This is an optimization exercise on Yosys and OpenROAD, whose aim is small area, not a production implementation. In this exercise RTL edits were held to simulation tests only and were not proved equivalent to the original. No activity file was given, so power comes from the tool's default toggle rates.

the baseline:
==> flow/design.v <==
package regfile_pkg;
   localparam logic ENABLE    = 1'b1;
   localparam logic DISABLE   = 1'b0;
   localparam int   ZERO_ADDR = 0;
   function automatic integer ADDR_W(input integer nregs);
      if (nregs <= 1) ADDR_W = 1;
      else ADDR_W = $clog2(nregs);
   endfunction
endpackage
module regfile_scoreboard
#(
   parameter int NREGS    = 32,
   parameter int NRD      = 2,
   localparam int AW      = regfile_pkg::ADDR_W(NREGS)
) (
   input  logic              clk,
   input  logic              rst,
   input  logic              flush,
   input  logic              rsv_en,       
   input  logic [AW-1:0]     rsv_addr,
   input  logic [NREGS-1:0]  keep,         
   input  logic [NREGS-1:0]  look0,        
   input  logic [NREGS-1:0]  look1,
   output logic [NRD-1:0]    look_busy
);
   logic [NREGS-1:1] busy;
   logic             set_en, nflush;
   logic [NREGS-1:0] set;
   assign set_en = rsv_en && !rst && !flush;
   assign nflush = !flush;
   regfile_dec u_dset (.a(rsv_addr), .en(set_en), .y(set));
   for (genvar r = 1; r < NREGS; r++) begin : g_busy
      logic nxt;
      regfile_bnxt u_nxt (.set(set[r]), .q(busy[r]), .keep(keep[r]), .nflush(nflush), .d(nxt));
      always_ff @(posedge clk) begin
         busy[r] <= nxt;
      end
   end
   regfile_rdbit #(.N(NREGS-1)) u_look0 (.sel(look0[NREGS-1:1]), .v(busy), .q(look_busy[0]));
   regfile_rdbit #(.N(NREGS-1)) u_look1 (.sel(look1[NREGS-1:1]), .v(busy), .q(look_busy[1]));
endmodule
module regfile_bnxt (
   input  logic set,
   input  logic q,
   input  logic keep,
   input  logic nflush,
   output logic d
);
   assign d = set | (q & keep & nflush);
endmodule
module regfile_mp
#(
   parameter int XLEN     = 32,
   parameter int NREGS    = 32,
   parameter int NRD      = 2,
   parameter int NWR      = 2,
   parameter int ZERO_REG = 1,
   parameter int BYPASS   = 1,
   localparam int AW      = regfile_pkg::ADDR_W(NREGS)
) (
   input  logic                clk,
   input  logic                rst,
   input  logic [NRD*AW-1:0]   rd_addr,
   output logic [NRD*XLEN-1:0] rd_data,
   output logic [NRD-1:0]      rd_busy,
   input  logic [NWR-1:0]      wr_en,
   input  logic [NWR*AW-1:0]   wr_addr,
   input  logic [NWR*XLEN-1:0] wr_data,
   input  logic                rsv_en,
   input  logic [AW-1:0]       rsv_addr,
   input  logic                flush,
   output logic                wr_conflict
);
   logic [AW-1:0]    wa0, wa1, ra0, ra1;
   logic [XLEN-1:0]  d0, d1;
   logic             wv0, wv1;
   logic [NREGS-1:0] we0, we1;       
   logic [NREGS-1:0] s0, s1, sh;     
   logic [NREGS-1:0] rs0, rs1;       
   logic [XLEN-1:0]  regs [1:NREGS-1];
   assign wa0 = wr_addr[0 +: AW];
   assign wa1 = wr_addr[AW +: AW];
   assign ra0 = rd_addr[0 +: AW];
   assign ra1 = rd_addr[AW +: AW];
   assign d0  = wr_data[0 +: XLEN];
   assign d1  = wr_data[XLEN +: XLEN];
   assign wv0 = wr_en[0] && (wa0 != '0);
   assign wv1 = wr_en[1] && (wa1 != '0);
   logic same_wa, en0, en1;
   assign same_wa = (wa0 == wa1);
   assign en1 = wr_en[1] && !rst;
   assign en0 = wr_en[0] && !rst && !(wr_en[1] && same_wa);
   logic h1_0, h0_0, h1_1, h0_1, hit0, hit1;
   assign h1_0 = wv1 && (wa1 == ra0);
   assign h0_0 = wv0 && (wa0 == ra0) && !h1_0;
   assign h1_1 = wv1 && (wa1 == ra1);
   assign h0_1 = wv0 && (wa0 == ra1) && !h1_1;
   assign hit0 = h1_0 || h0_0;
   assign hit1 = h1_1 || h0_1;
   regfile_dec u_dw0 (.a(wa0), .en(en0),   .y(we0));
   regfile_dec u_dw1 (.a(wa1), .en(en1),   .y(we1));
   regfile_dec #(.USE_EN(0)) u_dr0 (.a(ra0), .en(ra0[0]), .y(rs0));
   regfile_dec #(.USE_EN(0)) u_dr1 (.a(ra1), .en(ra1[0]), .y(rs1));
   assign s1 = we1;
   assign s0 = we0;
   assign sh = ~(we0 | we1 | {NREGS{rst}});
   for (genvar r = 1; r < NREGS; r++) begin : g_reg
      logic [XLEN-1:0] nxt;
      for (genvar b = 0; b < XLEN; b++) begin : g_bit
         regfile_nxt u_nxt (.s1(s1[r]), .s0(s0[r]), .sh(sh[r]), .d1(d1[b]), .d0(d0[b]), .q(regs[r][b]), .d(nxt[b]));
      end
      always_ff @(posedge clk) begin
         regs[r] <= nxt;
      end
   end
   logic [XLEN-1:0] q0, q1;
   for (genvar b = 0; b < XLEN; b++) begin : g_rbit
      logic [NREGS-2:0] v;
      for (genvar r = 1; r < NREGS; r++) begin : g_v
         assign v[r-1] = regs[r][b];
      end
      regfile_rdbyp #(.N(NREGS-1)) u_rd0 (.sel(rs0[NREGS-1:1]), .v(v), .h1(h1_0), .h0(h0_0),
                                         .nhit(!hit0), .d1(d1[b]), .d0(d0[b]), .q(q0[b]));
      regfile_rdbyp #(.N(NREGS-1)) u_rd1 (.sel(rs1[NREGS-1:1]), .v(v), .h1(h1_1), .h0(h0_1),
                                         .nhit(!hit1), .d1(d1[b]), .d0(d0[b]), .q(q1[b]));
   end
   assign rd_data = {q1, q0};
   logic             rsv_vld;
   logic [NRD-1:0]   sb_busy;
   logic [NRD-1:0]   rsv_hit;
   assign rsv_vld = rsv_en && (rsv_addr != '0);
   assign rsv_hit[0] = rsv_vld && (rsv_addr == ra0);
   assign rsv_hit[1] = rsv_vld && (rsv_addr == ra1);
   regfile_scoreboard #(.NREGS(NREGS), .NRD(NRD)) u_scoreboard (
      .clk       (clk),
      .rst       (rst),
      .flush     (flush),
      .rsv_en    (rsv_vld),
      .rsv_addr  (rsv_addr),
      .keep      (sh),
      .look0     (rs0),
      .look1     (rs1),
      .look_busy (sb_busy)
   );
   assign rd_busy[0] = sb_busy[0] && !(hit0 && !rsv_hit[0]);
   assign rd_busy[1] = sb_busy[1] && !(hit1 && !rsv_hit[1]);
   always_ff @(posedge clk) begin
      wr_conflict <= !rst && wv0 && wv1 && same_wa;
   end
endmodule
module regfile_dec #(parameter bit USE_EN = 1) (
   input  logic [4:0]  a,
   input  logic        en,
   output logic [31:0] y
);
   logic [3:0] lo;
   logic [7:0] hi;
   for (genvar i = 0; i < 4; i++) begin : g_lo
      assign lo[i] = (a[1:0] == 2'(i));
   end
   for (genvar i = 0; i < 8; i++) begin : g_hi
      assign hi[i] = (en || !USE_EN) && (a[4:2] == 3'(i));
   end
   for (genvar i = 0; i < 32; i++) begin : g_y
      assign y[i] = lo[i % 4] && hi[i / 4];
   end
endmodule
module regfile_nxt (
   input  logic s1,
   input  logic s0,
   input  logic sh,
   input  logic d1,
   input  logic d0,
   input  logic q,
   output logic d
);
   assign d = (s1 & d1) | (s0 & d0) | (sh & q);
endmodule
module regfile_rdbit #(parameter int N = 33) (
   input  logic [N-1:0] sel,
   input  logic [N-1:0] v,
   output logic         q
);
   localparam int NG = N / 3;
   localparam int NR = N - 3 * NG;
   logic [NG:0] g_n;
   for (genvar g = 0; g < NG; g++) begin : g_grp
      regfile_aoi3 u_aoi (.s(sel[3*g +: 3]), .x(v[3*g +: 3]), .y_n(g_n[g]));
   end
   if (NR > 0) begin : g_rem
      assign g_n[NG] = ~|(sel[N-1:3*NG] & v[N-1:3*NG]);
   end else begin : g_norem
      assign g_n[NG] = 1'b1;
   end
   assign q = ~&g_n;
endmodule
module regfile_rdbyp #(parameter int N = 31) (
   input  logic [N-1:0] sel,
   input  logic [N-1:0] v,
   input  logic         h1,
   input  logic         h0,
   input  logic         nhit,
   input  logic         d1,
   input  logic         d0,
   output logic         q
);
   logic t;
   regfile_rdbit #(.N(N)) u_tree (.sel(sel), .v(v), .q(t));
   assign q = (t & nhit) | (h1 & d1) | (h0 & d0);
endmodule
module regfile_aoi3 (
   input  logic [2:0] s,
   input  logic [2:0] x,
   output logic       y_n
);
   assign y_n = ~|(s & x);
endmodule
==> flow/config.mk <==
export PLATFORM = sky130hd
export DESIGN_NAME = regfile_mp
export DESIGN_NICKNAME = regfile_mp
export VERILOG_FILES = /design/flow/design.v
export SDC_FILE = /design/flow/constraint.sdc
export NUM_CORES = 4
export LEC_CHECK = 0
export CAP_MARGIN = 20
export CORE_MARGIN = 2
export CORE_UTILIZATION = 30
export CTS_BUF_LIST = sky130_fd_sc_hd__clkbuf_16
export CTS_CLUSTER_DIAMETER = 60
export CTS_CLUSTER_SIZE = 20
export PLACE_DENSITY = 0.5
export SLEW_MARGIN = 20
export SYNTH_HIERARCHICAL = 1
==> flow/constraint.sdc <==
create_clock -name core_clock -period 7.5 [get_ports {clk}]
set_input_delay 1.5000 -clock core_clock [delete_from_list [all_inputs] [get_ports {clk}]]
set_output_delay 1.5000 -clock core_clock [all_outputs]
set_load 0.01 [all_outputs]
standard.sh (not shown) runs the stock make flow with config.mk's settings and CLKGATE_MAP_FILE= SYNTH_SCRIPT=/design/flow/synth_recipe.tcl, a recipe that flattens the netlist after the stock synthesis.
==> flow/flow/run.sh <==
#!/bin/bash
set -uo pipefail
export BUFFER_PORTS_ARGS="-buffer_cell sky130_fd_sc_hd__buf_1"
bash standard.sh > flow_standard.log 2>&1
The baseline has completed all stages; timing, DRC and antenna checks passed.
> inputs changed (the baseline -> the candidate)
Settings: swapping 60 for 100 in CTS_CLUSTER_DIAMETER; swapping 20 for 15 in SLEW_MARGIN; swapping 20 for 15 in CAP_MARGIN.
--- outcome ---
Between the candidate and the baseline, it is the candidate whose total power density per cell area is lower, by about 16%.
Diff the baseline -> the candidate: layout overhead on the synthesized area went down 5.3 points, via density per instance rose by 0.081.
Per the comparison of the candidate with the baseline, total power after layout fell about 20%; overall global routing resource usage fell 0.30 points; number of antenna violations at the first check in global routing rose 1; number of buffers created by CTS fell about 47%.

## afterwards: timing with drivers on the ports
In the flow no input, the clock included, has a driving cell. The finished layouts below were timed again as built, in two steps. Step 1: set_driving_cell puts a clkbuf_16 on clk and a buf_2 on each other input, an assumption about the parent block. Step 2 moves the port delays by t, midway between the first and last clock arrival at a register: inputs arrive t later, outputs are due t later. That takes back most of the time a late clock gives input paths. a / b / c = ideal ports / drivers / drivers and shift; a / b = the first two.
run | t, ns | slack for setup (ns) | worst setup path at the end | worst register clock-pin slew, ns
the baseline | 0.851 | 0.617 / 0.577 / 0.577 | input to output | 0.09 / 0.09
the candidate | 0.809 | 0.559 / 0.522 / 0.522 | input to output | 0.10 / 0.10
After both steps every run listed still meets setup and hold. The setup slack of the baseline, which loses most, moves by -0.040 ns with the drivers and by -0.040 ns with both steps.
